This design comes from an exercise in tuning for small area, a short achievable clock period and few clock cycles per item on the open sky130 flow, not from production work. Function was not checked in any run shown here: the RTL went through the layout flow alone. Power figures rest on the tool's default switching activity, not on a simulated workload.

==> flow/design.v <==
package rhpm_pkg;
   localparam int MAX_PATTERN_DEF  = 16;
   localparam int WINDOW_DEPTH_DEF = 16;
   localparam int BYTE_W           = 8;
   localparam int VALUE_W          = 32;
   localparam int HASH_W           = 26;
   localparam int LEN_W            = 5;
   localparam int CSR_W            = 64;
   localparam int CSR_IDX_W        = 2;
   localparam int PAT_BYTES        = 16;
   localparam logic KIND_HASH = 1'b0;
   localparam logic KIND_POS  = 1'b1;
   typedef enum logic [CSR_IDX_W-1:0] {
      CSR_PATTERN_LENGTH = 2'd0,
      CSR_PATTERN_LOW    = 2'd1,
      CSR_PATTERN_HIGH   = 2'd2
   } csr_index_type;
endpackage
module rhpm_ram #(
   parameter int WIDTH = 8,
   parameter int DEPTH = 16
) (
   input  logic                     clock,
   input  logic                     wr_en,
   input  logic [$clog2(DEPTH)-1:0] wr_addr,
   input  logic [WIDTH-1:0]         wr_data,
   input  logic                     rd_en,
   input  logic [$clog2(DEPTH)-1:0] rd_addr,
   output logic [WIDTH-1:0]         rd_data
);
   logic [WIDTH-1:0] mem [DEPTH];
   logic [WIDTH-1:0] rd_data_ff;
   always_ff @(posedge clock) begin
      if (wr_en) begin
         mem[wr_addr] <= wr_data;
      end
      if (rd_en) begin
         rd_data_ff <= mem[rd_addr];
      end
   end
   assign rd_data = rd_data_ff;
endmodule
import rhpm_pkg::*;
module rolling_hash_pattern_matcher_top #(
   parameter int MAX_PATTERN  = MAX_PATTERN_DEF,
   parameter int WINDOW_DEPTH = WINDOW_DEPTH_DEF
) (
   input  logic                 clock,
   input  logic                 reset,
   input  logic                 req_valid,
   output logic                 req_ready,
   input  logic [BYTE_W-1:0]    req_text_byte,
   output logic                 rsp_valid,
   input  logic                 rsp_ready,
   output logic                 rsp_kind,
   output logic [VALUE_W-1:0]   rsp_value,
   output logic                 rsp_last,
   input  logic                 csr_we,
   input  logic [CSR_IDX_W-1:0] csr_index,
   input  logic [CSR_W-1:0]     csr_wdata
);
   function automatic logic [1:0] add3(input logic [1:0] a, input logic [1:0] b);
      logic [2:0] s;
      s = {1'b0, a} + {1'b0, b};
      add3 = (s >= 3'd3) ? s[1:0] + 2'd1 : s[1:0];
   endfunction
   function automatic logic [1:0] mod3(input logic [7:0] x);
      logic [1:0] r0, r1, r2, r3;
      r0 = (x[1:0] == 2'd3) ? 2'd0 : x[1:0];
      r1 = (x[3:2] == 2'd3) ? 2'd0 : x[3:2];
      r2 = (x[5:4] == 2'd3) ? 2'd0 : x[5:4];
      r3 = (x[7:6] == 2'd3) ? 2'd0 : x[7:6];
      mod3 = add3(add3(r0, r1), add3(r2, r3));
   endfunction
   localparam logic [31:0] CMAX = 32'hffff_ffff;
   logic [3:0]  nm1_ff;
   logic [7:0]  pat_ff [16];
   logic [1:0]  dp_ff [16];
   logic [1:0]  dpn_ff;           
   logic [7:0]  ring_ff [16];
   logic [1:0]  dw_ff [16];       
   logic [7:0]  last_ff;          
   logic [3:0]  nm1_al_ff;
   logic [31:0] count_ff;
   logic        first_seen_ff;    
   logic        reported_ff;      
   logic        rdy_ff;
   logic        s1_v_ff;
   logic        s1_first_ff;
   logic        s2_hit_ff, s2_first_ff;
   logic [3:0]  s2_m1_ff;
   logic [5:0]  s2_e_ff;
   logic        j_v_ff;
   logic [3:0]  j_m1_ff;
   logic [5:0]  j_e_ff;
   logic        rsp_valid_ff, rsp_kind_ff, rsp_last_ff;
   logic [31:0] rsp_value_ff;
   logic [3:0]  rem_ff;
   logic [5:0]  e_out_ff;
   logic        hashing_ff;
   logic [3:0]  hidx_ff;
   logic [2:0]  hchunk_ff;
   logic        hprev_ff, hcarry_ff;
   assign req_ready = rdy_ff;
   assign rsp_valid = rsp_valid_ff;
   assign rsp_kind  = rsp_kind_ff;
   assign rsp_value = rsp_value_ff;
   assign rsp_last  = rsp_last_ff;
   logic [1:0]  dnew;
   logic [1:0]  dcsr [8];
   logic [15:0] stop;         
   logic        dig_ok;
   logic        cnt_ok;
   logic        hit_c;
   logic [3:0]  m1_c;
   always_comb begin
      dnew   = mod3(last_ff);
      dig_ok = (dnew == dpn_ff);
      for (int k = 0; k < 16; k++) begin
         if (k < nm1_ff && dw_ff[k] != dp_ff[k]) dig_ok = 1'b0;
         stop[k] = (ring_ff[k] != pat_ff[k]) || (k == nm1_ff);
      end
      m1_c = 4'd15;
      for (int k = 15; k >= 0; k--) begin
         if (stop[k]) m1_c = k;
      end
      cnt_ok = (count_ff[31:4] != 28'd0) || (count_ff[3:0] > nm1_ff);
      hit_c  = s1_v_ff && dig_ok && cnt_ok;
      for (int i = 0; i < 8; i++) dcsr[i] = mod3(csr_wdata[8*i +: 8]);
   end
   logic        accept, inc, len_wr, rot, aligned_n;
   logic [3:0]  nm1_al_n, ins_d;
   logic        cont_p, have_next, can_adv, load, pop_j, take_s2, push_j, first_push;
   logic        s2_leave, s1_move;
   logic [5:0]  e_sel;
   logic [3:0]  m1_next, rem_next;
   logic        last_next;
   logic [31:0] pos;
   logic        s2_hit_n, j_v_n, rsp_valid_n;
   logic [5:0]  s2_e_n, j_e_n, e_out_n;
   logic [3:0]  rem_n;
   logic        first_seen_n, reported_n, hdone;
   logic [1:0]  hdig;
   logic [1:0]  hadd;
   logic [4:0]  hsum;
   assign accept = req_valid && rdy_ff;
   assign inc    = accept && (count_ff != CMAX);
   assign len_wr = csr_we && (csr_index == 2'd0);
   assign rot    = (nm1_al_ff != nm1_ff) && !s1_v_ff;
   assign ins_d  = nm1_al_ff - 4'd1;
   always_comb begin
      cont_p    = rsp_valid_ff && (rem_ff != 4'd0);
      have_next = cont_p || j_v_ff || s2_hit_ff && !s2_first_ff;
      e_sel     = cont_p ? e_out_ff : (j_v_ff ? j_e_ff : s2_e_ff);
      m1_next   = j_v_ff ? j_m1_ff : s2_m1_ff;
      rem_next  = cont_p ? rem_ff - 4'd1 : m1_next;
      last_next = cont_p ? (rem_ff == 4'd1) : (m1_next == 4'd0);
      pos       = count_ff - {26'd0, e_sel};
      can_adv  = !hashing_ff && (!rsp_valid_ff || rsp_ready);
      load     = can_adv && have_next;
      pop_j    = load && !cont_p && j_v_ff;
      take_s2  = load && !cont_p && !j_v_ff;
      first_push = s2_first_ff && s2_hit_ff;
      push_j   = s2_hit_ff && !s2_first_ff && !take_s2 && (!j_v_ff || pop_j);
      s2_leave = !s2_hit_ff || s2_first_ff || take_s2 || push_j;
      s1_move  = s1_v_ff && s2_leave;
      s2_hit_n = s1_move ? hit_c : (s2_hit_ff && !s2_leave);
      s2_e_n   = s1_move ? ({2'b0, nm1_ff} + {5'd0, inc}) : (s2_e_ff + {5'd0, inc});
      j_v_n    = push_j || first_push || (j_v_ff && !pop_j);
      j_e_n    = (push_j || first_push) ? (s2_e_ff + {5'd0, inc}) : (j_e_ff + {5'd0, inc});
      e_out_n  = load ? (e_sel + {5'd0, inc} - 6'd1) : (e_out_ff + {5'd0, inc});
      rem_n    = load ? rem_next : rem_ff;
      hdone    = hashing_ff && (hidx_ff == 4'd0) && (hchunk_ff == 3'd7);
      rsp_valid_n = hdone || load || (rsp_valid_ff && !can_adv);
      first_seen_n = first_seen_ff || accept;
      reported_n   = reported_ff || hdone;
      nm1_al_n     = rot ? nm1_al_ff - 4'd1 : nm1_al_ff;
      aligned_n    = (nm1_al_n == nm1_ff);
      hdig = dp_ff[hidx_ff];
      hadd = (hchunk_ff == 3'd0) ? hdig : {1'b0, hcarry_ff};
      hsum = {1'b0, rsp_value_ff[3:0]} + {1'b0, rsp_value_ff[2:0], hprev_ff} + {3'd0, hadd};
   end
   always_ff @(posedge clock) begin
      if (reset) begin
         nm1_ff <= 4'd0;
         for (int i = 0; i < 16; i++) begin
            pat_ff[i] <= 8'd0;
            dp_ff[i]  <= 2'd0;
         end
      end else if (csr_we) begin
         case (csr_index)
            2'd0: begin
               if (csr_wdata[4:0] == 5'd0)                       nm1_ff <= 4'd0;
               else if (csr_wdata[4] && csr_wdata[3:0] != 4'd0) nm1_ff <= 4'd15;
               else                                              nm1_ff <= csr_wdata[3:0] - 4'd1;
            end
            2'd1: for (int i = 0; i < 8; i++) begin
               pat_ff[i] <= csr_wdata[8*i +: 8];
               dp_ff[i]  <= dcsr[i];
            end
            2'd2: for (int i = 0; i < 8; i++) begin
               pat_ff[8 + i] <= csr_wdata[8*i +: 8];
               dp_ff[8 + i]  <= dcsr[i];
            end
            default: ;
         endcase
      end
      dpn_ff <= dp_ff[nm1_ff];
      if (accept) begin
         for (int j = 0; j < 16; j++) begin
            ring_ff[j] <= (j == nm1_al_ff) ? req_text_byte : ring_ff[(j + 1) % 16];
            dw_ff[j]   <= (j == ins_d) ? dnew : dw_ff[(j + 1) % 16];
         end
         last_ff <= req_text_byte;
      end else if (rot) begin
         for (int j = 0; j < 16; j++) begin
            ring_ff[j] <= ring_ff[(j + 1) % 16];
            dw_ff[j]   <= dw_ff[(j + 1) % 16];
         end
      end
      if (s1_move) begin
         s2_m1_ff <= m1_c;
      end
      s2_e_ff <= s2_e_n;
      if (push_j || first_push) j_m1_ff <= s2_m1_ff;
      j_e_ff   <= j_e_n;
      e_out_ff <= e_out_n;
      rem_ff   <= rem_n;
      if (accept) s1_first_ff <= !first_seen_ff;
      if (hashing_ff) begin
         rsp_value_ff <= {hsum[3:0], rsp_value_ff[31:4]};
         hprev_ff     <= rsp_value_ff[3];
         hcarry_ff    <= hsum[4];
         hchunk_ff    <= hchunk_ff + 3'd1;
         if (hchunk_ff == 3'd7) begin
            hidx_ff  <= hidx_ff - 4'd1;
            hprev_ff <= 1'b0;
         end
         if (hdone) begin
            rsp_kind_ff <= KIND_HASH;
            rsp_last_ff <= !j_v_ff;
            rem_ff      <= 4'd0;
         end
      end else if (load) begin
         rsp_kind_ff  <= KIND_POS;
         rsp_value_ff <= pos;
         rsp_last_ff  <= last_next;
      end else if (s2_first_ff) begin
         rsp_value_ff <= 32'd0;
         hidx_ff      <= nm1_ff;
         hchunk_ff    <= 3'd0;
         hprev_ff     <= 1'b0;
      end
      if (reset) begin
         nm1_al_ff     <= 4'd0;
         count_ff      <= 32'd0;
         first_seen_ff <= 1'b0;
         reported_ff   <= 1'b0;
         rdy_ff        <= 1'b1;
         s1_v_ff       <= 1'b0;
         s2_hit_ff     <= 1'b0;
         s2_first_ff   <= 1'b0;
         j_v_ff        <= 1'b0;
         rsp_valid_ff  <= 1'b0;
         hashing_ff    <= 1'b0;
      end else begin
         nm1_al_ff <= nm1_al_n;
         if (inc) count_ff <= count_ff + 32'd1;
         first_seen_ff <= first_seen_n;
         reported_ff   <= reported_n;
         s1_v_ff       <= accept || (s1_v_ff && !s1_move);
         s2_hit_ff     <= s2_hit_n;
         s2_first_ff   <= s1_move ? s1_first_ff : (s2_first_ff && !s2_leave);
         j_v_ff        <= j_v_n;
         rsp_valid_ff  <= rsp_valid_n;
         hashing_ff    <= hashing_ff ? !hdone : s2_first_ff;
         rdy_ff <= !len_wr && aligned_n &&
                   !(first_seen_n && !reported_n) &&
                   !(s2_hit_n && j_v_n) &&
                   !(s2_hit_n && s2_e_n[5]) && !(j_v_n && j_e_n[5]) &&
                   !(rsp_valid_n && rem_n != 4'd0 && e_out_n[5]);
      end
   end
endmodule
==> flow/run.sh <==
#!/bin/bash
# synth_recipe.tcl (not shown) runs the flow's synth.tcl, then flattens the netlist and writes it again
# the make line also repeats each setting of config.mk as NAME=value (left out here)
make -C /OpenROAD-flow-scripts/flow DESIGN_CONFIG=/design/flow/config.mk WORK_HOME=/design/flow/orfs CLKGATE_MAP_FILE= SYNTH_SCRIPT=/design/flow/synth_recipe.tcl finish
==> flow/config.mk <==
export PLATFORM = sky130hd
export DESIGN_NAME = rolling_hash_pattern_matcher_top
export DESIGN_NICKNAME = rolling_hash_pattern_matcher_top
export VERILOG_FILES = /design/flow/design.v
export SDC_FILE = /design/flow/constraint.sdc
export NUM_CORES = 4
export LEC_CHECK = 0
export CAP_MARGIN = 20
export CORE_MARGIN = 2
export CORE_UTILIZATION = 40
export SLEW_MARGIN = 20
==> flow/constraint.sdc <==
create_clock -name core_clock -period 9.5 [get_ports {clock}]
set_input_delay 1.9000 -clock core_clock [delete_from_list [all_inputs] [get_ports {clock}]]
set_output_delay 1.9000 -clock core_clock [all_outputs]
set_load 0.01 [all_outputs]
==> results of run 1 <==
==> through the flow <==
step / instances / hold WS, ps / power [mW] / utilization / cell area (µm²)
2_1_floorplan: 2514 / 422.2 / 4.698 / - / 24610
3_3_place_gp: 3311 / 433.5 / 5.343 / 0.4361 / 26420
3_5_place_dp: 3311 / 439.7 / 5.392 / 0.4361 / 26420
4_1_cts: 3404 / 453.1 / 7.405 / 0.4642 / 28120
5_1_grt: 3406 / 483.6 / 7.778 / 0.4643 / 28130
6_report: 3407 / 453.9 / 7.383 / 0.4644 / 28130
==> sequential cells by signal (all words and copies together), names as in the netlist, 6 cells and up <==
| name | cells |
|---|---|
| last_ff | 8 |
| pat_ff | 120 |
| dp_ff | 32 |
| e_out_ff | 6 |
| s2_e_ff | 6 |
| j_e_ff | 6 |
| count_ff | 32 |
| dw_ff | 32 |
| ring_ff | 128 |
| rsp_value_ff | 32 |
==> area by class of cell <==
| class | count | area share |
|---|---|---|
| diodes | 3 | 0.0002669 |
| clock buffers | 69 | 0.05208 |
| repair buffers | 131 | 0.04514 |
| clock inverters | 24 | 0.008495 |
| well taps | 782 | 0.03478 |
| inverters | 89 | 0.01188 |
| flip-flops and latches | 445 | 0.3949 |
| multi-input cells | 1864 | 0.4524 |
==> critical path, cell delays in order <==
cell	delay, ps
clkdlybuf4s50_1	690
nor2b_1	190
ha_1	150
inv_1	40
fa_1	510
inv_1	60
ha_1	180
nor2b_1	240
nand3_1	120
o21ai_0	90
ha_1	170
inv_1	50
fa_1	510
inv_1	50
ha_1	260
o21ai_0	230
nor2_1	70
a21oi_1	150
nor2_1	50
==> per-layer routing <==
| metal | track usage | routed length (µm) |
|---|---|---|
| met5 | 0 | 30 |
| met1 | 0.2957 | 30730 |
| met4 | 0.07236 | 2264 |
| met2 | 0.3640 | 33280 |
| met3 | 0.03972 | 4835 |
==> power by group <==
group          leakage (nW)  internal, mW  switching (mW)  total (mW)
combinational          5.55         0.974            1.22        2.20
clock                 0.850          1.17           0.830        2.00
sequential             4.03          2.73           0.457        3.19
total                  10.4          4.87            2.51        7.38
==> worst max-delay path by stage <==
stage / start / endpoint / cells past startpoint
floorplan: nm1_al_ff[3] / dw_ff[0][0] / 4
global placement: csr_wdata[48] / dp_ff[6][1] / 21
detailed placement: csr_wdata[52] / dp_ff[14][1] / 21
CTS: csr_wdata[4] / dp_ff[8][1] / 19
global route: csr_wdata[4] / dp_ff[0][1] / 20
finish: csr_wdata[4] / dp_ff[8][1] / 19
==> logic make-up after synthesis <==
kind of cell / count (synthesis) / share of synthesized area
compound gates: 419 / 0.09877
xor+xnor: 238 / 0.08469
fa+ha+maj: 130 / 0.07554
buf+inv: 205 / 0.03238
flops: 445 / 0.4514
mux: 189 / 0.08616
simple gates: 888 / 0.1711
==> placed cells by master (no fill, tap or decap), types with 12 or more instances in the layout <==
cell type        instances
nand2_1                347
dfxtp_1                225
edfxtp_1               220
nor2_1                 197
a21oi_1                187
mux2_2                 173
xor2_1                 131
clkdlybuf4s50_1        113
xnor2_1                107
o21ai_0                104
ha_1                    99
inv_1                   87
nor2b_1                 78
nand3_1                 64
clkbuf_16               52
nand2b_1                42
nor3_1                  35
nand4_1                 32
fa_1                    31
a211oi_1                25
buf_4                   17
nor4_1                  16
mux2i_1                 15
a31oi_1                 14
nand3b_1                12
clkinv_2                12
==> impl_metrics.ini, run 1 <==
[sta]
fin_ws_ps = 4183
tightest_slew_ps = 1196
final_hold_viol_count = 0
period_minus_slack_ps = 5317
skew_ps = 55.41
finalSetupViolCount = 0
final.setup.tns_ps = 0
maxSlewHeadroom = 0.1998
timing.fmax_ghz = 0.1881
rsz0062_at_grt = false
slew_viol_final = 0
fin_crit_sh = 0.5597

[synthesis]
dominantRegCellSynth = dfxtp_1
ys_warn_count = 6
synth_nets = 2723
synth_area_leaders = edfxtp_1 (27%), dfxtp_1 (18%), mux2_2 (7.9%), nand2_1 (5.3%), ha_1 (5.0%)
ys_types = 82
ys_seq_area_frac = 0.4514
netlist.area_leader.share = 0.2684
synth_cells = 2514
ys_ff_latch = 445
yosysMostFrequentCell = nand2_1
synth_area_leader_cell = edfxtp_1
netlist_area_mm2 = 0.02461
synth_common_cells = nand2_1 (347), dfxtp_1 (225), edfxtp_1 (220)
syn_area_per_cell_um2 = 9.791
synth-edff-count = 220
ys_async_sr_fraction = 0

[run_status]
status = complete, no violations

[worst_setup_path]
r2r_start = last_ff[4]
regToRegEndpoint = rdy_ff
rr_worst_depth = 18
cp.required_ps = 9920
criticalPathCategory = input port to register
critPathLaunchType = input port
cp.arrival_ps = 5740
cp-end-kind = register
ff2ff_setup_slack_ps = 4480
cp_max_fo = 10

[layout]
drive_gt1_frac = 0.1163
multi_input_area_mm2 = 0.01273
regArea_mm2 = 0.01111
syn2layout_area_growth_pct = 14.29
fillers = 5692
layout.nets = 2790

[floorplan]
initial_core_util = 0.4063
ios = 115
die-width_um = 252.1
die_area_mm2 = 0.06353
std_cell_rows = 90
die_h_um = 252.1
core_mm2 = 0.06058

[place]
gp_congestion = 0.9278
dpl_worst_slack_ps = 3617
hpwl_um = 51080
port_buffers = 114

[global_routing]
grt_start_max_net_pins = 85
overflow = 0
grt_pass1_vias = 18360
grt_antenna_before_repair = 6
grt_pass1_wl_um = 108800
track_usage = 0.2216

[power_and_ir_drop]
ir_drop_v = 0.0001458
p_leak_nw = 10.43
power_density_mw_per_mm2 = 262.4

[drt]
drtIter0Drc = 1466
drc = 0
post_drt_wl_per_cell_um = 20.88
dr.pass1.iters = 6
drt_wl_total_um = 71140
routed_via_density = 5.522
ant_nets = 0
vias = 18820

[clocking]
cts_made_buffers = 50
clkLatencyLatePin_ps = 610
cts.htree.levels = 2
postCtsHoldBufs = 0
cts_root_buf = clkbuf_16
numClockSinks = 445
clk_path_buf_depth = 3
post_cts_buffers = 0
cts_resized = 0
cts_tree = done
clk_pin_slew_worst_paths_ps = 60

[worst_hold_path]
hold_end = s1_first_ff
hold_path.startpoint = first_seen_ff
min_path_cells = 1
hp-class = register to register

[flow_run]
drv.max_cap_violation_count = 0
==> inputs of run 2 (changes only) <==
--- a/flow/design.v
+++ b/flow/design.v
@@ -60,16 +60,18 @@
    input  logic [CSR_W-1:0]     csr_wdata
 );
    function automatic logic [1:0] add3(input logic [1:0] a, input logic [1:0] b);
-      logic [2:0] s;
-      s = {1'b0, a} + {1'b0, b};
-      add3 = (s >= 3'd3) ? s[1:0] + 2'd1 : s[1:0];
+      logic az, bz;
+      az = !a[0] && !a[1];
+      bz = !b[0] && !b[1];
+      add3[0] = (a[0] && bz) || (az && b[0]) || (a[1] && b[1]);
+      add3[1] = (a[1] && bz) || (az && b[1]) || (a[0] && b[0]);
    endfunction
    function automatic logic [1:0] mod3(input logic [7:0] x);
       logic [1:0] r0, r1, r2, r3;
-      r0 = (x[1:0] == 2'd3) ? 2'd0 : x[1:0];
-      r1 = (x[3:2] == 2'd3) ? 2'd0 : x[3:2];
-      r2 = (x[5:4] == 2'd3) ? 2'd0 : x[5:4];
-      r3 = (x[7:6] == 2'd3) ? 2'd0 : x[7:6];
+      r0 = {x[1] && !x[0], !x[1] && x[0]};
+      r1 = {x[3] && !x[2], !x[3] && x[2]};
+      r2 = {x[5] && !x[4], !x[5] && x[4]};
+      r3 = {x[7] && !x[6], !x[7] && x[6]};
       mod3 = add3(add3(r0, r1), add3(r2, r3));
    endfunction
    localparam logic [31:0] CMAX = 32'hffff_ffff;
@@ -128,7 +130,8 @@
       hit_c  = s1_v_ff && dig_ok && cnt_ok;
       for (int i = 0; i < 8; i++) dcsr[i] = mod3(csr_wdata[8*i +: 8]);
    end
-   logic        accept, inc, len_wr, rot, aligned_n;
+   logic        accept, inc, len_wr, lo_wr, hi_wr, rot, aligned_n;
+   logic        rst_d_ff;
    logic [3:0]  nm1_al_n, ins_d;
    logic        cont_p, have_next, can_adv, load, pop_j, take_s2, push_j, first_push;
    logic        s2_leave, s1_move;
@@ -145,7 +148,9 @@
    logic [4:0]  hsum;
    assign accept = req_valid && rdy_ff;
    assign inc    = accept && (count_ff != CMAX);
-   assign len_wr = csr_we && (csr_index == 2'd0);
+   assign len_wr = csr_we && !reset && (csr_index == 2'd0);
+   assign lo_wr  = csr_we && !reset && (csr_index == 2'd1);
+   assign hi_wr  = csr_we && !reset && (csr_index == 2'd2);
    assign rot    = (nm1_al_ff != nm1_ff) && !s1_v_ff;
    assign ins_d  = nm1_al_ff - 4'd1;
    always_comb begin
@@ -181,31 +186,37 @@
       hsum = {1'b0, rsp_value_ff[3:0]} + {1'b0, rsp_value_ff[2:0], hprev_ff} + {3'd0, hadd};
    end
    always_ff @(posedge clock) begin
+      rst_d_ff <= reset;
       if (reset) begin
          nm1_ff <= 4'd0;
-         for (int i = 0; i < 16; i++) begin
+      end else if (len_wr) begin
+         if (csr_wdata[4:0] == 5'd0)                       nm1_ff <= 4'd0;
+         else if (csr_wdata[4] && csr_wdata[3:0] != 4'd0) nm1_ff <= 4'd15;
+         else                                              nm1_ff <= csr_wdata[3:0] - 4'd1;
+      end
+      if (lo_wr) begin
+         for (int i = 0; i < 8; i++) begin
+            pat_ff[i] <= csr_wdata[8*i +: 8];
+            dp_ff[i]  <= dcsr[i];
+         end
+      end else if (rst_d_ff) begin
+         for (int i = 0; i < 8; i++) begin
             pat_ff[i] <= 8'd0;
             dp_ff[i]  <= 2'd0;
          end
-      end else if (csr_we) begin
-         case (csr_index)
-            2'd0: begin
-               if (csr_wdata[4:0] == 5'd0)                       nm1_ff <= 4'd0;
-               else if (csr_wdata[4] && csr_wdata[3:0] != 4'd0) nm1_ff <= 4'd15;
-               else                                              nm1_ff <= csr_wdata[3:0] - 4'd1;
-            end
-            2'd1: for (int i = 0; i < 8; i++) begin
-               pat_ff[i] <= csr_wdata[8*i +: 8];
-               dp_ff[i]  <= dcsr[i];
-            end
-            2'd2: for (int i = 0; i < 8; i++) begin
-               pat_ff[8 + i] <= csr_wdata[8*i +: 8];
-               dp_ff[8 + i]  <= dcsr[i];
-            end
-            default: ;
-         endcase
-      end
-      dpn_ff <= dp_ff[nm1_ff];
+      end
+      if (hi_wr) begin
+         for (int i = 0; i < 8; i++) begin
+            pat_ff[8 + i] <= csr_wdata[8*i +: 8];
+            dp_ff[8 + i]  <= dcsr[i];
+         end
+      end else if (rst_d_ff) begin
+         for (int i = 0; i < 8; i++) begin
+            pat_ff[8 + i] <= 8'd0;
+            dp_ff[8 + i]  <= 2'd0;
+         end
+      end
+      dpn_ff <= rst_d_ff ? 2'd0 : dp_ff[nm1_ff];
       if (accept) begin
          for (int j = 0; j < 16; j++) begin
             ring_ff[j] <= (j == nm1_al_ff) ? req_text_byte : ring_ff[(j + 1) % 16];
==> run 2 against run 1 <==
Setup slack gained 640 ps. Critical path type is now register to register. Sequential cell count grew 1. Routed wire length shrank 6.2%. Die area shrank 2.3%. Register-to-register slack gained 350 ps. Global-route usage shrank 0.94 points. Critical path depth shrank 4.
==> impl_metrics.ini, run 2 <==
[worst_setup_path]
cp.arrival_ps = 5000
cp_max_fo = 12
criticalPathCategory = register to register
cp.required_ps = 9820
critPathLaunchType = register
cp-end-kind = register

[sta]
timing.fmax_ghz = 0.2140
maxSlewHeadroom = 0.2356
finalSetupViolCount = 0
rsz0062_at_grt = false
skew_ps = 52.43
final_hold_viol_count = 0
slew_viol_final = 0
fin_crit_sh = 0.4919
period_minus_slack_ps = 4673
final.setup.tns_ps = 0
tightest_slew_ps = 1143

[clocking]
clkLatencyLatePin_ps = 630
clk_pin_slew_worst_paths_ps = 60
postCtsHoldBufs = 0
cts.htree.levels = 2
cts_resized = 0
post_cts_buffers = 0
cts_root_buf = clkbuf_16
numClockSinks = 446
cts_made_buffers = 49
cts_tree = done
clk_path_buf_depth = 3

[global_routing]
grt_pass1_vias = 16930
grt_start_max_net_pins = 81
grt_antenna_before_repair = 1
overflow = 0
track_usage = 0.2122
grt_pass1_wl_um = 101500

[drt]
dr.pass1.iters = 5
routed_via_density = 5.595
drc = 0
drt_wl_total_um = 66710
post_drt_wl_per_cell_um = 21.99
ant_nets = 0
drtIter0Drc = 1325
vias = 16980

[layout]
final_common_cell = edfxtp_1
top_regs = ring_ff (128), pat_ff (120)
fillers = 5435
regArea_mm2 = 0.01265
layout.nets = 2419
top_register = ring_ff
largest_reg_flops = 128
syn2layout_area_growth_pct = 15.28
final_cell_mix = edfxtp_1 (372), nor2_1 (306), mux2_2 (165), nand2_1 (125), xnor2_1 (122)
multi_input_area_mm2 = 0.01063
drive_gt1_frac = 0.1291
antennaDiodeCount = 0
stdcell_area_mm2 = 0.02772

[floorplan]
die_h_um = 249.2
ios = 115
std_cell_rows = 89
initial_core_util = 0.4059
die-width_um = 249.2
die_area_mm2 = 0.06210
core_mm2 = 0.05924

[synthesis]
synth_common_cells = edfxtp_1 (372), nor2_1 (306), mux2_2 (165)
synth_nets = 2324
ys_seq_area_frac = 0.5261
synth_cells = 2125
syn_area_per_cell_um2 = 11.32
ys_ff_latch = 446
ys_async_sr_fraction = 0
dominantRegCellSynth = edfxtp_1
ys_warn_count = 6
netlist.area_leader.share = 0.4645
synth_area_leaders = edfxtp_1 (46%), mux2_2 (7.7%), dfxtp_1 (6.2%), ha_1 (6.0%), nor2_1 (4.8%)
synth-edff-count = 372
synth_area_leader_cell = edfxtp_1
ys_types = 75
yosysMostFrequentCell = edfxtp_1
netlist_area_mm2 = 0.02405

[run_status]
status = complete, no violations

[power_and_ir_drop]
power_density_mw_per_mm2 = 253.2
p_leak_nw = 10.61
ir_drop_v = 0.0002199

[place]
hpwl_um = 47910
gp_congestion = 0.9377
post_dp_cell_area_mm2 = 0.02595
port_buffers = 114

[worst_hold_path]
hp-class = register to register

[flow_run]
drv.max_cap_violation_count = 0
## run 2: cell types whose count changed after synthesis, moves of 35 or more
cell / previous run / this run
a21oi_1: 187 / 47
dfxtp_1: 225 / 74
nand2_1: 347 / 126
nor2_1: 197 / 306
o21ai_0: 105 / 70
edfxtp_1: 220 / 372
nor2b_1: 78 / 13
## run 2: final timing paths
| check | depth (start not counted) | end | from | slack, ps |
|---|---|---|---|---|
| worst max-delay path | 15 | rsp_value_ff[28] | rem_ff[0] | 4830 |
| worst min-delay path | 1 | s1_first_ff | first_seen_ff | 450 |
| worst max register to register | 15 | rsp_value_ff[28] | rem_ff[0] | 4830 |
| worst min register to register | 1 | s1_first_ff | first_seen_ff | 450 |
## run 2: kinds of logic (layout without fill, tap and decap cells)
group	Yosys count	count (layout)	synth area share
buffers and inverters	206	342	0.03335
and+or+nand+nor	660	660	0.1264
muxes	179	179	0.08309
xor gates and xnor gates	242	242	0.08814
adders and majority gates	123	123	0.06493
DFF	446	446	0.5261
AOI/OAI and AO/OA	269	269	0.07799
## run 2: critical path, cell delays in order (launching register included)
cell and delay (ps):
dfxtp_1 410, inv_1 100, ha_1 200, nor3b_1 180
nor2_1 700, nor2_1 110, a21oi_1 290, ha_1 320
nor2b_1 140, o21ai_0 190, a21boi_0 160, o21ai_0 310
or4b_1 660, nor4_1 390, xnor2_1 160, o21ai_0 100
## run 2: per-stage QoR
stage / instances / hold WS (ps) / setup slack (ps) / power, mW / utilization
after global placement: 2936 / 432.8 / 4709 / 4.944 / 0.4377
after detailed placement: 2938 / 439.2 / 4628 / 4.991 / 0.4381
after floorplan: 2125 / 418.0 / 4181 / 4.362 / -
after global routing: 3034 / 467.0 / 4473 / 7.331 / 0.4679
after CTS: 3030 / 453.2 / 4860 / 7.035 / 0.4672
final: 3034 / 454.6 / 4827 / 7.019 / 0.4679
## run 2: routing by layer
| layer | vias up | track usage | wire [µm] | part of all wire |
|---|---|---|---|---|
| li1 | 7882 | - | - | - |
| met1 | 8349 | 0.2706 | 27860 | 0.42 |
| met2 | 591 | 0.3508 | 31630 | 0.47 |
| met3 | 153 | 0.03375 | 3842 | 0.058 |
| met4 | 0 | 0.1053 | 3371 | 0.051 |
| met5 | - | 0 | 0 | 0 |
## run 2: power by group
part	switching [mW]	internal (mW)
registers	0.488	2.81
clock network	0.838	1.19
logic	0.902	0.792
total	2.23	4.79
## run 2: final cells by class
| cell class | instances | area share |
|---|---|---|
| Tap cell | 773 | 0.03489 |
| Timing Repair Buffer | 135 | 0.04757 |
| Sequential cell | 446 | 0.4564 |
| Clock inverter | 31 | 0.01453 |
| Clock buffer | 61 | 0.04766 |
| Multi-Input combinational cell | 1473 | 0.3834 |
| Inverter | 115 | 0.01557 |
==> inputs of run 3 (changes only) <==
--- a/flow/config.mk
+++ b/flow/config.mk
@@ -8,4 +8,5 @@
 export CAP_MARGIN = 20
 export CORE_MARGIN = 2
 export CORE_UTILIZATION = 40
+export SETUP_SLACK_MARGIN = 5
 export SLEW_MARGIN = 20
==> run 3 against run 2 <==
Clock power hardly changed. First-iteration DRC count is 7.8% higher. Critical path depth is 9 lower. Sequential power hardly changed. Clock-buffer cell count is 1 lower. Die area stayed put. Critical endpoint is now ring_ff[11][7].
==> impl_metrics.ini, run 3 <==
[sta]
maxSlewHeadroom = 0.2528
final_hold_viol_count = 0
skew_ps = 46.69
fin_hold_ws_ps = 444.8
final.setup.tns_ps = 0
fin_crit_sh = 0.4518
slew_viol_final = 0
timing.fmax_ghz = 0.2330
fin_ws_ps = 5208
period_minus_slack_ps = 4292
finalSetupViolCount = 0
tightest_slew_ps = 1117
rsz0062_at_grt = false

[global_routing]
grt.busiest_layer = met2
grt_pass1_vias = 16890
use_met3 = 0.02957
grt_antenna_before_repair = 1
overflow = 0
met1_usage = 0.2693
grt_pass1_wl_um = 100600
grt_start_max_net_pins = 81
met2_usage = 0.3593
track_usage = 0.2093

[place]
port_buffers = 114
post_dp_cell_area_mm2 = 0.02596
hpwl_um = 47910
dpl_worst_slack_ps = 4114
gp_congestion = 0.9458

[power_and_ir_drop]
p_total_mw = 7.053
p_leak_nw = 10.63
power_density_mw_per_mm2 = 254.0
ir_drop_v = 0.0001517

[worst_setup_path]
cp_max_fo = 57
path_cells = clkdlybuf4s50_1, and2_1, buf_4, or2_4, buf_4, buf_6
criticalPathCategory = input port to register
critPathMaxStageDelay_ps = 610
critPathLaunchType = input port
critical_path_buf_inv_count = 4
cp-end-kind = register
cp.required_ps = 9720
cp.arrival_ps = 4520
crit_top_cell = buf_4
critical-path-top-delay-family = buffers and inverters
cp_slowest_cell = buf_4

[synthesis]
ys_seq_area_frac = 0.5261
yosysMostFrequentCell = edfxtp_1
synth_area_leader_cell = edfxtp_1
synth_cells = 2125
netlist.area_leader.share = 0.4645
synth_common_cells = edfxtp_1 (372), nor2_1 (306), mux2_2 (165)
dominantRegCellSynth = edfxtp_1
ys_ff_latch = 446
synth_nets = 2324
netlist_area_mm2 = 0.02405
ys_warn_count = 6
ys_async_sr_fraction = 0
ys_types = 75
syn_area_per_cell_um2 = 11.32
synth-edff-count = 372
synth_area_leaders = edfxtp_1 (46%), mux2_2 (7.7%), dfxtp_1 (6.2%), ha_1 (6.0%), nor2_1 (4.8%)

[drt]
dr.pass1.iters = 8
drc = 0
drt_wl_total_um = 66110
ant_nets = 0
drtIter0Drc = 1429
post_drt_wl_per_cell_um = 21.81
routed_via_density = 5.571
vias = 16890

[worst_hold_path]
hp-class = register to register

[layout]
layout.nets = 2418
syn2layout_area_growth_pct = 15.45
largest_reg_flops = 128
fillers = 5398
antennaDiodeCount = 0
final_common_cell = edfxtp_1
top_regs = ring_ff (128), pat_ff (120)
final_cell_mix = edfxtp_1 (372), nor2_1 (305), mux2_2 (165), nand2_1 (125), xnor2_1 (122)
top_register = ring_ff
drive_gt1_frac = 0.1302
stdcell_area_mm2 = 0.02776

[clocking]
clk_pin_slew_worst_paths_ps = 60
clkLatencyLatePin_ps = 620
numClockSinks = 446
postCtsHoldBufs = 0
post_cts_buffers = 0
cts.htree.levels = 2
cts_tree = done
cts_made_buffers = 48
clk_path_buf_depth = 3
cts_root_buf = clkbuf_16

[floorplan]
std_cell_rows = 89
core_mm2 = 0.05924
die_h_um = 249.2
initial_core_util = 0.4059
die_area_mm2 = 0.06210
die-width_um = 249.2
ios = 115

[flow_run]
drv.max_cap_violation_count = 0

[run_status]
status = complete, no violations
## run 3: cell counts after synthesis
Identical to the previous run, type by type.
## run 3: logic make-up after synthesis
family	Yosys count	synth area share
multiplexers	179	0.08309
flip-flops	446	0.5261
adder cells (fa/ha/maj)	123	0.06493
AO/OA/AOI/OAI	269	0.07799
buffers and inverters	206	0.03335
XOR/XNOR	242	0.08814
AND/OR/NAND/NOR	660	0.1264
## run 3: final cells by class
cell class                      count  area, µm²  share of cell area
Inverter                          115      431.7             0.01555
Sequential cell                   446      12650              0.4557
Multi-Input combinational cell   1474      10660              0.3839
Clock buffer                       60       1276             0.04597
Tap cell                          773      967.2             0.03484
Clock inverter                     29      479.2             0.01726
Timing Repair Buffer              134       1297             0.04673
## run 3: what timing repair did
item	in CTS	in global routing
endpoints found under the setup margin	64	64
gates resized for setup	2	6
gates cloned	1	0
## run 3: final timing paths
| check | start | to | slack, ps | cells after the start |
|---|---|---|---|---|
| max | req_valid | ring_ff[11][7] | 5210 | 6 |
| min | first_seen_ff | s1_first_ff | 440 | 1 |
| max reg2reg | rem_ff[0] | rsp_value_ff[26] | 5420 | 16 |
| min reg2reg | first_seen_ff | s1_first_ff | 440 | 1 |
## run 3: per-layer routing
metal,share of wire,vias up
met3,0.059,109
met4,0.034,0
met5,0,-
li1,-,7859
met2,0.49,551
met1,0.41,8366
## run 3: stage by stage
| stage | std cells | util |
|---|---|---|
| finish | 3031 | 0.4686 |
| global placement | 2936 | 0.4377 |
| floorplan | 2125 | - |
| global route | 3031 | 0.4686 |
| detailed placement | 2938 | 0.4382 |
| CTS | 3028 | 0.4681 |
## run 3: power breakdown
part / total [mW] / switching (mW) / internal, mW
Sequential: 3.28 / 0.476 / 2.81
Combinational: 1.71 / 0.908 / 0.799
Clock: 2.06 / 0.802 / 1.26
## run 3: worst register-to-register path: cells and delay by family (launching register included)
| kind | cells | cell delay [ps] |
|---|---|---|
| AND/OR/NAND/NOR | 6 | 1710 |
| AO/OA/AOI/OAI | 5 | 900 |
| adder cells (fa/ha/maj) | 3 | 610 |
| flip-flops | 1 | 350 |
| XOR/XNOR | 1 | 170 |
| buffers and inverters | 1 | 90 |
==> inputs of run 4 (changes only) <==
--- a/flow/design.v
+++ b/flow/design.v
@@ -87,6 +87,8 @@
    logic        first_seen_ff;    
    logic        reported_ff;      
    logic        rdy_ff;
+   logic        in_v_ff, in_first_ff;
+   logic [7:0]  in_byte_ff;
    logic        s1_v_ff;
    logic        s1_first_ff;
    logic        s2_hit_ff, s2_first_ff;
@@ -130,7 +132,7 @@
       hit_c  = s1_v_ff && dig_ok && cnt_ok;
       for (int i = 0; i < 8; i++) dcsr[i] = mod3(csr_wdata[8*i +: 8]);
    end
-   logic        accept, inc, len_wr, lo_wr, hi_wr, rot, aligned_n;
+   logic        accept, shift, inc, len_wr, lo_wr, hi_wr, rot, aligned_n;
    logic        rst_d_ff;
    logic [3:0]  nm1_al_n, ins_d;
    logic        cont_p, have_next, can_adv, load, pop_j, take_s2, push_j, first_push;
@@ -147,11 +149,12 @@
    logic [1:0]  hadd;
    logic [4:0]  hsum;
    assign accept = req_valid && rdy_ff;
-   assign inc    = accept && (count_ff != CMAX);
+   assign shift  = in_v_ff && (!s1_v_ff || s2_leave);
+   assign inc    = shift && (count_ff != CMAX);
    assign len_wr = csr_we && !reset && (csr_index == 2'd0);
    assign lo_wr  = csr_we && !reset && (csr_index == 2'd1);
    assign hi_wr  = csr_we && !reset && (csr_index == 2'd2);
-   assign rot    = (nm1_al_ff != nm1_ff) && !s1_v_ff;
+   assign rot    = (nm1_al_ff != nm1_ff) && !s1_v_ff && !in_v_ff;
    assign ins_d  = nm1_al_ff - 4'd1;
    always_comb begin
       cont_p    = rsp_valid_ff && (rem_ff != 4'd0);
@@ -166,8 +169,8 @@
       pop_j    = load && !cont_p && j_v_ff;
       take_s2  = load && !cont_p && !j_v_ff;
       first_push = s2_first_ff && s2_hit_ff;
-      push_j   = s2_hit_ff && !s2_first_ff && !take_s2 && (!j_v_ff || pop_j);
-      s2_leave = !s2_hit_ff || s2_first_ff || take_s2 || push_j;
+      push_j   = s2_hit_ff && !s2_first_ff && !take_s2 && !j_v_ff;
+      s2_leave = !s2_hit_ff || s2_first_ff || !j_v_ff;
       s1_move  = s1_v_ff && s2_leave;
       s2_hit_n = s1_move ? hit_c : (s2_hit_ff && !s2_leave);
       s2_e_n   = s1_move ? ({2'b0, nm1_ff} + {5'd0, inc}) : (s2_e_ff + {5'd0, inc});
@@ -217,12 +220,16 @@
          end
       end
       dpn_ff <= rst_d_ff ? 2'd0 : dp_ff[nm1_ff];
-      if (accept) begin
+      if (rdy_ff) begin
+         in_byte_ff  <= req_text_byte;
+         in_first_ff <= !first_seen_ff;
+      end
+      if (shift) begin
          for (int j = 0; j < 16; j++) begin
-            ring_ff[j] <= (j == nm1_al_ff) ? req_text_byte : ring_ff[(j + 1) % 16];
+            ring_ff[j] <= (j == nm1_al_ff) ? in_byte_ff : ring_ff[(j + 1) % 16];
             dw_ff[j]   <= (j == ins_d) ? dnew : dw_ff[(j + 1) % 16];
          end
-         last_ff <= req_text_byte;
+         last_ff <= in_byte_ff;
       end else if (rot) begin
          for (int j = 0; j < 16; j++) begin
             ring_ff[j] <= ring_ff[(j + 1) % 16];
@@ -237,7 +244,7 @@
       j_e_ff   <= j_e_n;
       e_out_ff <= e_out_n;
       rem_ff   <= rem_n;
-      if (accept) s1_first_ff <= !first_seen_ff;
+      if (shift) s1_first_ff <= in_first_ff;
       if (hashing_ff) begin
          rsp_value_ff <= {hsum[3:0], rsp_value_ff[31:4]};
          hprev_ff     <= rsp_value_ff[3];
@@ -269,6 +276,7 @@
          reported_ff   <= 1'b0;
          rdy_ff        <= 1'b1;
          s1_v_ff       <= 1'b0;
+         in_v_ff       <= 1'b0;
          s2_hit_ff     <= 1'b0;
          s2_first_ff   <= 1'b0;
          j_v_ff        <= 1'b0;
@@ -279,7 +287,8 @@
          if (inc) count_ff <= count_ff + 32'd1;
          first_seen_ff <= first_seen_n;
          reported_ff   <= reported_n;
-         s1_v_ff       <= accept || (s1_v_ff && !s1_move);
+         in_v_ff       <= accept || (in_v_ff && !shift);
+         s1_v_ff       <= shift || (s1_v_ff && !s1_move);
          s2_hit_ff     <= s2_hit_n;
          s2_first_ff   <= s1_move ? s1_first_ff : (s2_first_ff && !s2_leave);
          j_v_ff        <= j_v_n;
==> flow/flow/run.sh (new file) <==
#!/bin/bash
# Standard ORFS layout with a tighter setup repair target (slack margin in ns).
set -euo pipefail
bash standard.sh SETUP_SLACK_MARGIN=7.0 finish > standard_make.log 2>&1
==> flow/standard.sh (new file) <==
#!/bin/bash
# synth_recipe.tcl (not shown) runs the flow's synth.tcl, then flattens the netlist and writes it again
# the make line also repeats each setting of config.mk as NAME=value (left out here)
make -C /OpenROAD-flow-scripts/flow DESIGN_CONFIG=/design/flow/config.mk WORK_HOME=/design/flow/orfs CLKGATE_MAP_FILE= SYNTH_SCRIPT=/design/flow/synth_recipe.tcl "${@:-finish}"
--- a/flow/config.mk
+++ b/flow/config.mk
@@ -8,5 +8,4 @@
 export CAP_MARGIN = 20
 export CORE_MARGIN = 2
 export CORE_UTILIZATION = 40
-export SETUP_SLACK_MARGIN = 5
 export SLEW_MARGIN = 20
removed: flow/run.sh
==> run 4 against run 3 <==
Maximum frequency rose by 29%. Clock-buffer cell count rose by 12. Still clean. Setup slack improved by 970 ps. Critical path type is now register to register. Largest power group unchanged. Final cell count rose by 12%. Hold slack got worse by 15 ps. Routed wire length rose by 29%. Clock skew rose by 9.1 ps. Global-route usage rose by 4.6 points. Sequential cell count rose by 10. Synthesized cell count fell by 0.19%. Non-clock buffer count rose by 315. Clock power fell by 4%.
==> impl_metrics.ini, run 4 <==
[run_status]
status = complete, no violations

[synthesis]
synth-edff-count = 381
ys_types = 78
ys_warn_count = 6
syn_area_per_cell_um2 = 11.46
ys_async_sr_fraction = 0
yosysMostFrequentCell = edfxtp_1
ys_ff_latch = 456
synth_common_cells = edfxtp_1 (381), nor2_1 (294), mux2_2 (168)
synth_nets = 2320
synth_area_leader_cell = edfxtp_1
ys_seq_area_frac = 0.5326
dominantRegCellSynth = edfxtp_1
netlist.area_leader.share = 0.4708
synth_cells = 2121
netlist_area_mm2 = 0.02430
synth_area_leaders = edfxtp_1 (47%), mux2_2 (7.8%), dfxtp_1 (6.2%), ha_1 (6.0%), nor2_1 (4.5%)

[worst_setup_path]
r2r_start = rem_ff[1]
regToRegEndpoint = rsp_value_ff[20]
cp-end-kind = register
cp.arrival_ps = 3700
critPathLaunchType = register
rr_worst_depth = 14
criticalPathCategory = register to register
ff2ff_setup_slack_ps = 6180
cp.required_ps = 9880
cp_max_fo = 7

[power_and_ir_drop]
p_total_mw = 7.662
p_int_mw = 5.088
ir_drop_v = 0.0001838
p_clk_frac = 0.258
p_comb_frac = 0.299
switching_share = 0.3359
p_leak_nw = 13.51
power_frac_seq = 0.443
power_density_mw_per_mm2 = 220.6
p_switching_mw = 2.574

[clocking]
clkLatencyLatePin_ps = 630
cts_made_buffers = 50
clk_pin_slew_worst_paths_ps = 60
postCtsHoldBufs = 0
cts_tree = done
cts.htree.levels = 2
numClockSinks = 456
cts_root_buf = clkbuf_16
clk_path_buf_depth = 3

[layout]
final_cell_mix = edfxtp_1 (381), buf_4 (234), nor2_1 (175), mux2_2 (164), xor2_1 (122)
top_register = ring_ff
layout.nets = 2759
largest_reg_flops = 128
drive_gt1_frac = 0.4491
final_common_cell = edfxtp_1
syn2layout_area_growth_pct = 42.94
top_regs = ring_ff (128), pat_ff (120)

[sta]
fin_crit_sh = 0.3494
rsz0062_at_grt = true
timing.fmax_ghz = 0.3013
period_minus_slack_ps = 3319
skew_ps = 55.74
final.setup.tns_ps = 0
tightest_slew_ps = 1225
final_hold_viol_count = 0
maxSlewHeadroom = 0.1823
slew_viol_final = 0
finalSetupViolCount = 0

[drt]
drc = 0
ant_nets = 0
vias = 19580
dr.pass1.iters = 7
routed_via_density = 5.787
drtIter0Drc = 2143
drt_wl_total_um = 85180
post_drt_wl_per_cell_um = 25.17

[place]
gp_congestion = 0.9158
port_buffers = 114
hpwl_um = 47920

[floorplan]
initial_core_util = 0.4033
std_cell_rows = 90
die_h_um = 250.5
die_area_mm2 = 0.06274
core_mm2 = 0.06025
die-width_um = 250.5
ios = 115

[global_routing]
track_usage = 0.2554
grt_antenna_before_repair = 3
overflow = 0
grt_pass1_vias = 19170
grt_pass1_wl_um = 120400
grt_start_max_net_pins = 73

[worst_hold_path]
min_path_cells = 0
hold_path.startpoint = in_first_ff
hp-class = register to register
hold_end = s1_first_ff

[flow_run]
drv.max_cap_violation_count = 0
-- run 4: cell count changes in the layout (fill, tap and decap cells not counted), sizes merged, moves of 8 or more --
cell,previous run,this run
nor2,306,294
bufinv,11,3
clkbuf,63,77
nand2,126,146
clkdlybuf4s50,112,9
buf,19,430
nand2b,12,31
edfxtp,372,381
-- run 4: final cells by class --
type	instances	area (µm²)
inverters	111	701.9
clock buffers	72	1405
well taps	782	978.4
fillers	4722	25510
multi-input cells	1492	13480
clock inverters	21	235.2
repair buffers	449	4945
diodes	1	2.502
flip-flops and latches	456	12980
-- run 4: worst max path at each step --
stage          slack [ps]          endpoint  startpoint
4_1_cts              6300  rsp_value_ff[20]   rem_ff[1]
2_1_floorplan        5910      dp_ff[10][0]       reset
6_report             6180  rsp_value_ff[20]   rem_ff[1]
5_1_grt              6100  rsp_value_ff[20]   rem_ff[1]
3_3_place_gp         4330      pat_ff[4][7]       reset
3_5_place_dp         4200      pat_ff[4][3]       reset
-- run 4: worst max-delay path: stages, from the launching register on --
cell and delay (ps):
dfxtp_2 330, inv_2 80, ha_4 130, or3b_4 430, nand2_8 120, mux2i_4 280, ha_4 240, nor2b_2 150
o21ai_2 160, a21boi_2 100, o21ai_4 280, nand3_4 170, or3_1 390, xor2_1 160, o21ai_1 70
-- run 4: through the flow --
stage	instances	utilization	worst slack (ps)	hold WS (ps)	instance area (µm²)
6_report	3384	0.5765	6181	429.9	34730
3_3_place_gp	2945	0.4519	4328	402.1	27230
3_5_place_dp	2945	0.4520	4205	417.6	27230
2_1_floorplan	2121	-	5914	400.3	25540
5_1_grt	3383	0.5765	6098	440.2	34730
4_1_cts	3298	0.5441	6304	434.5	32780
-- run 4: metal layers --
layer	up-vias	GRT usage	wire length, µm
met3	219	0.03180	5774
met1	9875	0.3188	33110
met2	852	0.4430	42230
li1	8632	-	-
met5	-	0	18
met4	4	0.1145	4056
-- run 4: cells by family (layout without fill, tap and decap cells) --
logic type / count (synthesis) / in the layout / synth area share
other: 0 / 1 / 0
multiplexers: 187 / 187 / 0.08722
AND/OR/NAND/NOR: 662 / 685 / 0.1237
XOR/XNOR: 242 / 242 / 0.08723
AO/OA/AOI/OAI: 253 / 255 / 0.07368
buffers and inverters: 198 / 653 / 0.03126
flip-flops: 456 / 456 / 0.5326
adder cells (fa/ha/maj): 123 / 123 / 0.06426
-- run 4: power by group through the flow --
stage | clock network (mW) | logic [mW] | registers, mW
3_3_place_gp | 0 | 1.69 | 3.39
4_1_cts | 2.00 | 2.07 | 3.36
6_report | 1.98 | 2.29 | 3.39
2_1_floorplan | 0 | 1.32 | 3.16
3_5_place_dp | 0 | 1.73 | 3.39
5_1_grt | 2.07 | 2.45 | 3.41
-- run 4: repair_timing --
action,CTS,global route
gates resized for setup,879,313
gates cloned,52,13
pin swaps,128,125
setup buffers,208,71
endpoints found under the setup margin,798,612
==> inputs of run 5 (changes only) <==
==> flow/flow/run.sh (replaced) <==
#!/bin/bash
# Standard ORFS layout with a tighter setup repair target (slack margin in ns).
set -euo pipefail
bash standard.sh SETUP_SLACK_MARGIN=6.0 finish > standard_make.log 2>&1
==> run 5 against run 4 <==
Global-route usage is 3.9 points lower. Maximum frequency is 5.4% lower. Clock-buffer cell count is 3 higher. Synthesized cell count stayed put. Final cell count is 8.0% lower. Sequential cell count stayed put. Clock skew is 37 ps lower. Clock power hardly changed. Hold slack worse by 7.9 ps. Largest power group unchanged.
==> impl_metrics.ini, run 5 <==
[run_status]
status = complete, no violations

[sta]
maxSlewHeadroom = 0.2112
final.setup.tns_ps = 0
period_minus_slack_ps = 3510
fin_ws_ps = 5990
tightest_slew_ps = 1183
skew_ps = 19.05
timing.fmax_ghz = 0.2849
fin_crit_sh = 0.3694
finalSetupViolCount = 0
final_hold_viol_count = 0
slew_viol_final = 0
rsz0062_at_grt = true

[power_and_ir_drop]
switching_share = 0.3165
p_switching_mw = 2.255
p_leak_nw = 11.23
p_clk_frac = 0.277
power_frac_seq = 0.472
p_total_mw = 7.125
p_int_mw = 4.870
ir_drop_v = 0.0002009
power_density_mw_per_mm2 = 246.8
p_comb_frac = 0.251

[drt]
dr.pass1.iters = 7
vias = 17430
drtIter0Drc = 1698
drt_wl_total_um = 69000
ant_nets = 0
drc = 0
post_drt_wl_per_cell_um = 22.17
routed_via_density = 5.600

[synthesis]
ys_seq_area_frac = 0.5326
syn_area_per_cell_um2 = 11.46
synth-edff-count = 381
dominantRegCellSynth = edfxtp_1
netlist.area_leader.share = 0.4708
ys_async_sr_fraction = 0
synth_area_leader_cell = edfxtp_1
ys_warn_count = 6
netlist_area_mm2 = 0.02430
ys_ff_latch = 456
synth_nets = 2320
synth_common_cells = edfxtp_1 (381), nor2_1 (294), mux2_2 (168)
ys_types = 78
synth_cells = 2121
synth_area_leaders = edfxtp_1 (47%), mux2_2 (7.8%), dfxtp_1 (6.2%), ha_1 (6.0%), nor2_1 (4.5%)
yosysMostFrequentCell = edfxtp_1

[layout]
top_register = ring_ff
syn2layout_area_growth_pct = 18.79
layout.nets = 2487
largest_reg_flops = 128
multi_input_area_mm2 = 0.01101
final_cell_mix = edfxtp_1 (381), nor2_1 (288), mux2_2 (168), nand2_1 (135), xor2_1 (122)
fin_cells = 3112
fillers = 5365
regArea_mm2 = 0.01295
drive_gt1_frac = 0.1730
final_common_cell = edfxtp_1
antennaDiodeCount = 0
top_regs = ring_ff (128), pat_ff (120)

[worst_setup_path]
cp.arrival_ps = 1610
r2r_start = rem_ff[0]
cp_slowest_cell = clkdlybuf4s50_1
crit_start = rsp_valid_ff
criticalPathCategory = register to output port
cp-end-kind = output port
cp_max_fo = 8
critPathMaxStageDelay_ps = 570
critical-path-top-delay-family = buffers and inverters
critPathLaunchType = register
path_cells = clkdlybuf4s50_1
crit_cells = 1
rr_worst_depth = 15
critical_path_buf_inv_count = 1
cp.required_ps = 7600

[global_routing]
grt_start_max_net_pins = 104
overflow = 0
grt_antenna_before_repair = 2
grt_pass1_vias = 17380
grt_pass1_wl_um = 103900
track_usage = 0.2161

[place]
port_buffers = 114
gp_congestion = 0.9096
dp.cells = 2947
dpl_worst_slack_ps = 4215
hpwl_um = 46960

[floorplan]
initial_core_util = 0.4033
die_area_mm2 = 0.06274
ios = 115
core_mm2 = 0.06025
die-width_um = 250.5
die_h_um = 250.5
std_cell_rows = 90

[worst_hold_path]
hp-class = register to register
min_path_cells = 0
hold_path.startpoint = in_first_ff

[clocking]
clk_pin_slew_worst_paths_ps = 60
cts.htree.levels = 2
clkLatencyLatePin_ps = 600
postCtsHoldBufs = 0
clk_path_buf_depth = 3
cts_made_buffers = 51
numClockSinks = 456
cts_tree = done
cts_root_buf = clkbuf_16

[flow_run]
drv.max_cap_violation_count = 0
run 5: repair_timing:
action,in CTS,in global routing
setup buffers,17,46
gates cloned,6,1
gates resized for setup,34,52
setup endpoints to repair,368,219
pin swaps,9,28
run 5: area by class of cell:
type	count	share of cell area
sequential	456	0.4487
tap	782	0.03390
inverter	111	0.01443
clock inverter	20	0.007456
multi-input combinational	1473	0.3814
clock buffer	75	0.04980
timing repair buffer	195	0.06437
run 5: kinds of logic (layout without fill, tap and decap cells):
| kind of cell | Yosys count | count (layout) | share of synthesized area |
|---|---|---|---|
| flops | 456 | 456 | 0.5326 |
| compound gates | 253 | 253 | 0.07368 |
| xor+xnor | 242 | 242 | 0.08723 |
| buf+inv | 198 | 401 | 0.03126 |
| mux | 187 | 187 | 0.08722 |
| simple gates | 662 | 668 | 0.1237 |
| fa+ha+maj | 123 | 123 | 0.06426 |
run 5: stage by stage:
stage	util	hold WS (ps)	area [µm²]
after CTS	0.4682	420.7	28210
final	0.4791	422.0	28870
after detailed placement	0.4357	409.2	26250
after global routing	0.4791	452.1	28870
after floorplan	-	400.3	24350
after global placement	0.4357	404.1	26250
run 5: power by group through the flow:
stage	Sequential, mW	Clock, mW	Combinational [mW]
after global routing	3.40	2.08	1.96
final	3.37	1.97	1.79
after floorplan	3.17	0	1.25
after CTS	3.35	2.00	1.70
after global placement	3.38	0	1.62
after detailed placement	3.37	0	1.66
run 5: path summary, 6_finish.rpt:
kind | endpoint | slack (ps)
worst max register to register | rsp_value_ff[20] | 6100
worst max-delay path | rsp_valid | 5990
worst min-delay path | s1_first_ff | 420
worst min register to register | s1_first_ff | 420
run 5: routing by layer:
metal  track usage  up-vias  routed length [µm]
met5             0        -                   0
met4       0.07151        0                2242
met3       0.03003      122                4338
met2        0.3696      640               33690
met1        0.2823     8650               28730
li1              -     8015                   -
run 5: worst register-to-register path, cell delays in order, from the launching register on:
cell and delay (ps):
dfxtp_4 360, inv_2 80, ha_4 130, or3b_4 420, nand2_8 120, mux2i_4 290, ha_4 240, nor2b_1 140
o21ai_2 170, a21boi_2 90, o21ai_2 220, buf_6 150, nand3_4 130, or3_4 360, xor2_1 160, o21ai_1 80
==> inputs of run 6 (changes only) <==
--- a/flow/design.v
+++ b/flow/design.v
@@ -100,7 +100,7 @@
    logic        rsp_valid_ff, rsp_kind_ff, rsp_last_ff;
    logic [31:0] rsp_value_ff;
    logic [3:0]  rem_ff;
-   logic [5:0]  e_out_ff;
+   logic [5:0]  e_nx_ff;         
    logic        hashing_ff;
    logic [3:0]  hidx_ff;
    logic [2:0]  hchunk_ff;
@@ -137,12 +137,11 @@
    logic [3:0]  nm1_al_n, ins_d;
    logic        cont_p, have_next, can_adv, load, pop_j, take_s2, push_j, first_push;
    logic        s2_leave, s1_move;
-   logic [5:0]  e_sel;
    logic [3:0]  m1_next, rem_next;
    logic        last_next;
    logic [31:0] pos;
    logic        s2_hit_n, j_v_n, rsp_valid_n;
-   logic [5:0]  s2_e_n, j_e_n, e_out_n;
+   logic [5:0]  s2_e_n, j_e_n, e_nx_n, e_head_n;
    logic [3:0]  rem_n;
    logic        first_seen_n, reported_n, hdone;
    logic [1:0]  hdig;
@@ -159,11 +158,10 @@
    always_comb begin
       cont_p    = rsp_valid_ff && (rem_ff != 4'd0);
       have_next = cont_p || j_v_ff || s2_hit_ff && !s2_first_ff;
-      e_sel     = cont_p ? e_out_ff : (j_v_ff ? j_e_ff : s2_e_ff);
       m1_next   = j_v_ff ? j_m1_ff : s2_m1_ff;
       rem_next  = cont_p ? rem_ff - 4'd1 : m1_next;
       last_next = cont_p ? (rem_ff == 4'd1) : (m1_next == 4'd0);
-      pos       = count_ff - {26'd0, e_sel};
+      pos       = count_ff - {26'd0, e_nx_ff};
       can_adv  = !hashing_ff && (!rsp_valid_ff || rsp_ready);
       load     = can_adv && have_next;
       pop_j    = load && !cont_p && j_v_ff;
@@ -176,7 +174,12 @@
       s2_e_n   = s1_move ? ({2'b0, nm1_ff} + {5'd0, inc}) : (s2_e_ff + {5'd0, inc});
       j_v_n    = push_j || first_push || (j_v_ff && !pop_j);
       j_e_n    = (push_j || first_push) ? (s2_e_ff + {5'd0, inc}) : (j_e_ff + {5'd0, inc});
-      e_out_n  = load ? (e_sel + {5'd0, inc} - 6'd1) : (e_out_ff + {5'd0, inc});
+      e_head_n = j_v_n ? j_e_n : s2_e_n;
+      if (load ? (rem_next != 4'd0) : cont_p) begin
+         e_nx_n = e_nx_ff + {5'd0, inc} - {5'd0, load};
+      end else begin
+         e_nx_n = e_head_n;
+      end
       rem_n    = load ? rem_next : rem_ff;
       hdone    = hashing_ff && (hidx_ff == 4'd0) && (hchunk_ff == 3'd7);
       rsp_valid_n = hdone || load || (rsp_valid_ff && !can_adv);
@@ -242,7 +245,7 @@
       s2_e_ff <= s2_e_n;
       if (push_j || first_push) j_m1_ff <= s2_m1_ff;
       j_e_ff   <= j_e_n;
-      e_out_ff <= e_out_n;
+      e_nx_ff  <= e_nx_n;
       rem_ff   <= rem_n;
       if (shift) s1_first_ff <= in_first_ff;
       if (hashing_ff) begin
@@ -298,7 +301,7 @@
                    !(first_seen_n && !reported_n) &&
                    !(s2_hit_n && j_v_n) &&
                    !(s2_hit_n && s2_e_n[5]) && !(j_v_n && j_e_n[5]) &&
-                   !(rsp_valid_n && rem_n != 4'd0 && e_out_n[5]);
+                   !(rsp_valid_n && rem_n != 4'd0 && e_nx_n[5]);
       end
    end
 endmodule
==> flow/flow/run.sh (replaced) <==
#!/bin/bash
# Standard ORFS layout with a tighter setup repair target (slack margin in ns).
set -euo pipefail
bash standard.sh SETUP_SLACK_MARGIN=6.2 finish > standard_make.log 2>&1
==> run 6 against run 5 <==
Register-to-register slack improved by 140 ps. Combinational power rose by 12%. Utilization rose by 1.1 points. Area after synthesis rose by 0.68%. Synthesized cell count did not move. Global-route usage barely moved. Sequential power barely moved. Final cell count rose by 0.64%. Setup slack improved by 140 ps. Critical path type is now input port to register. Largest cell class unchanged.
==> impl_metrics.ini, run 6 <==
[power_and_ir_drop]
ir_drop_v = 0.0001986
switching_share = 0.3202
power_density_mw_per_mm2 = 247.7
p_switching_mw = 2.346
power_frac_seq = 0.456
p_clk_frac = 0.271
p_comb_frac = 0.273
p_int_mw = 4.981
p_leak_nw = 11.73

[layout]
drive_gt1_frac = 0.2217
top_register = ring_ff
largest_reg_flops = 128
final_cell_mix = edfxtp_1 (381), nor2_1 (268), mux2_2 (166), xnor2_1 (135), nand2_1 (103)
syn2layout_area_growth_pct = 20.90
stdcell_area_mm2 = 0.02958
layout.nets = 2512
fillers = 5388
final_common_cell = edfxtp_1
antennaDiodeCount = 0
utilization = 0.4901
top_regs = ring_ff (128), pat_ff (120)

[worst_setup_path]
regToRegEndpoint = rsp_value_ff[30]
r2r_start = hidx_ff[0]
rr_worst_depth = 11
critPathMaxStageDelay_ps = 260
cp_slowest_cell = ha_4
crit_start = rsp_ready
critPathLaunchType = input port
cp.arrival_ps = 3850
cp.required_ps = 9980
cp_max_fo = 3
endpoint = rdy_ff
criticalPathCategory = input port to register
path_cells = buf_6, o21a_1, nand2b_1, inv_4, ha_4, inv_2, ha_4, a21o_1, a21oi_2, o21bai_1, a21oi_2, xnor2_2, o221ai_2, o211a_1
cp-end-kind = register
ff2ff_setup_slack_ps = 6240

[synthesis]
ys_types = 86
synth_common_cells = edfxtp_1 (381), nor2_1 (277), mux2_2 (166)
yosysMostFrequentCell = edfxtp_1
ys_warn_count = 6
netlist_area_mm2 = 0.02447
synth_nets = 2323
syn_area_per_cell_um2 = 11.54
dominantRegCellSynth = edfxtp_1
synth_area_leaders = edfxtp_1 (47%), mux2_2 (7.6%), dfxtp_1 (6.1%), ha_1 (6.0%), xnor2_1 (4.9%)
synth_area_leader_cell = edfxtp_1
ys_seq_area_frac = 0.5290
ys_ff_latch = 456
ys_async_sr_fraction = 0
synth_cells = 2121
synth-edff-count = 381
netlist.area_leader.share = 0.4676

[global_routing]
track_usage = 0.2161
grt_start_max_net_pins = 87
overflow = 0
grt_antenna_before_repair = 0
grt_pass1_wl_um = 104400
grt_pass1_vias = 17660

[drt]
ant_nets = 0
routed_via_density = 5.604
dr.pass1.iters = 6
drt_wl_total_um = 69530
drtIter0Drc = 1671
drc = 0
vias = 17550
post_drt_wl_per_cell_um = 22.20

[place]
gp_congestion = 0.9278
dpl_worst_slack_ps = 4773
port_buffers = 114
hpwl_um = 47650
post_dp_cell_area_mm2 = 0.02655

[sta]
tightest_slew_ps = 1112
maxSlewHeadroom = 0.2568
fin_crit_sh = 0.3551
period_minus_slack_ps = 3374
finalSetupViolCount = 0
slew_viol_final = 0
final.setup.tns_ps = 0
final_hold_viol_count = 0
fin_ws_ps = 6126
timing.fmax_ghz = 0.2964
rsz0062_at_grt = true
fin_hold_ws_ps = 424.3
skew_ps = 18.24

[floorplan]
die_area_mm2 = 0.06316
die_h_um = 251.3
die-width_um = 251.3
std_cell_rows = 90
initial_core_util = 0.4053
core_mm2 = 0.06036
ios = 115

[clocking]
clk_path_buf_depth = 3
numClockSinks = 456
clkLatencyLatePin_ps = 600
cts_tree = done
cts_root_buf = clkbuf_16
cts_made_buffers = 51
clk_pin_slew_worst_paths_ps = 60
cts.htree.levels = 2
postCtsHoldBufs = 0

[worst_hold_path]
hp-class = register to register
hold_path.startpoint = in_first_ff

[run_status]
status = complete, no violations

[flow_run]
drv.max_cap_violation_count = 0
[run 6: cell count changes after synthesis, moves of 8 or more]
cell,change
inv_1,+9
nand2_1,-31
a21oi_1,+11
xnor2_1,+16
nor2_1,-17
nor3_1,+14
and3_1,-8
nand3_1,+14
xor2_1,-20
[run 6: logic make-up (layout without fill, tap and decap cells)]
logic type	count (synthesis)	count (layout)	synth area share
buffers and inverters	207	430	0.03288
xor gates and xnor gates	238	238	0.08520
muxes	185	185	0.08520
and+or+nand+nor	643	649	0.1226
adders and majority gates	126	126	0.06566
DFF	456	456	0.5290
AOI/OAI and AO/OA	266	266	0.07947
[run 6: worst min path at each step]
stage                   to  slack [ps]  cells after the start
2_1_floorplan  s1_first_ff         400                      0
3_3_place_gp   s1_first_ff         410                      0
3_5_place_dp   s1_first_ff         410                      0
4_1_cts        s1_first_ff         430                      0
5_1_grt        s1_first_ff         430                      0
6_report       s1_first_ff         420                      0
[run 6: worst max-delay path: cells and delay by family]
kind	cells	cell delay, ps
XOR/XNOR	1	150
buffers and inverters	3	190
adder cells (fa/ha/maj)	2	410
AND/OR/NAND/NOR	1	140
AO/OA/AOI/OAI	7	1040
[run 6: timing repair]
| action | CTS | global route |
|---|---|---|
| setup buffers | 58 | 23 |
| pin swaps | 57 | 62 |
| endpoints found under the setup margin | 358 | 204 |
| gates resized for setup | 131 | 135 |
| gates cloned | 6 | 0 |
[run 6: power groups by stage]
stage	registers (mW)	clock network, mW	logic [mW]
3_5_place_dp	3.37	0	1.84
6_report	3.34	1.98	2.00
5_1_grt	3.38	2.09	2.17
3_3_place_gp	3.37	0	1.79
4_1_cts	3.33	2.01	1.94
2_1_floorplan	3.16	0	1.39
[run 6: through the flow]
step,power (mW),instances
detailed placement,5.216,2950
global route,7.643,3132
finish,7.328,3132
floorplan,4.552,2121
CTS,7.279,3107
global placement,5.165,2950
[run 6: final cells by class]
type | count | area, µm² | share of cell area
flip-flops and latches | 456 | 12950 | 0.4379
multi-input cells | 1464 | 11500 | 0.3889
repair buffers | 214 | 2008 | 0.06789
clock buffers | 69 | 1374 | 0.04645
well taps | 782 | 978.4 | 0.03308
inverters | 123 | 476.7 | 0.01612
clock inverters | 24 | 285.3 | 0.009645
[run 6: per-layer routing]
layer  part of all wire  global-route usage  up-vias
met4              0.040             0.08844        0
met1               0.41              0.2755     8708
li1                   -                   -     8105
met3              0.052             0.02475      144
met2               0.49              0.3737      594
met5                  0                   0        -

[port drivers added, routing unchanged]
The flow's constraints put no driver on any port. The routed layouts listed below were extracted and timed again, unchanged, in two steps.
Step 1, drivers: a clkbuf_16 drives clock and a buf_2 each remaining input, both assumed.
Step 2 times the ports against the registers' clock, not the clock port: input delays grow and output delays shrink by t, the midpoint of the rising clock arrivals with the driver on.
Three values: no drivers, after step 1, after step 2; two values: the first two.
run	shift t [ns]	setup WS [ns]	hold WS [ns]	worst slew at a driven data input, ns	pins driven straight from the clock port
run 1	0.646	4.183 / 4.146 / 3.500	0.454 / 0.454 / 0.454	0.10	1
run 2	0.666	4.827 / 4.827 / 4.517	0.455 / 0.455 / 0.455	0.05	1
run 3	0.661	5.208 / 5.243 / 4.583	0.445 / 0.445 / 0.445	0.05	1
run 4	0.660	6.181 / 6.181 / 5.919	0.430 / 0.430 / 0.430	0.17	1
run 5	0.653	5.990 / 5.929 / 5.415	0.422 / 0.422 / 0.422	0.04	1
run 6	0.647	6.126 / 6.152 / 5.505	0.424 / 0.424 / 0.424	0.04	1
After both steps every run listed still meets setup and hold. For run 1, which loses most, drivers alone change the setup slack by -0.037 ns; drivers and shift together by -0.683 ns.
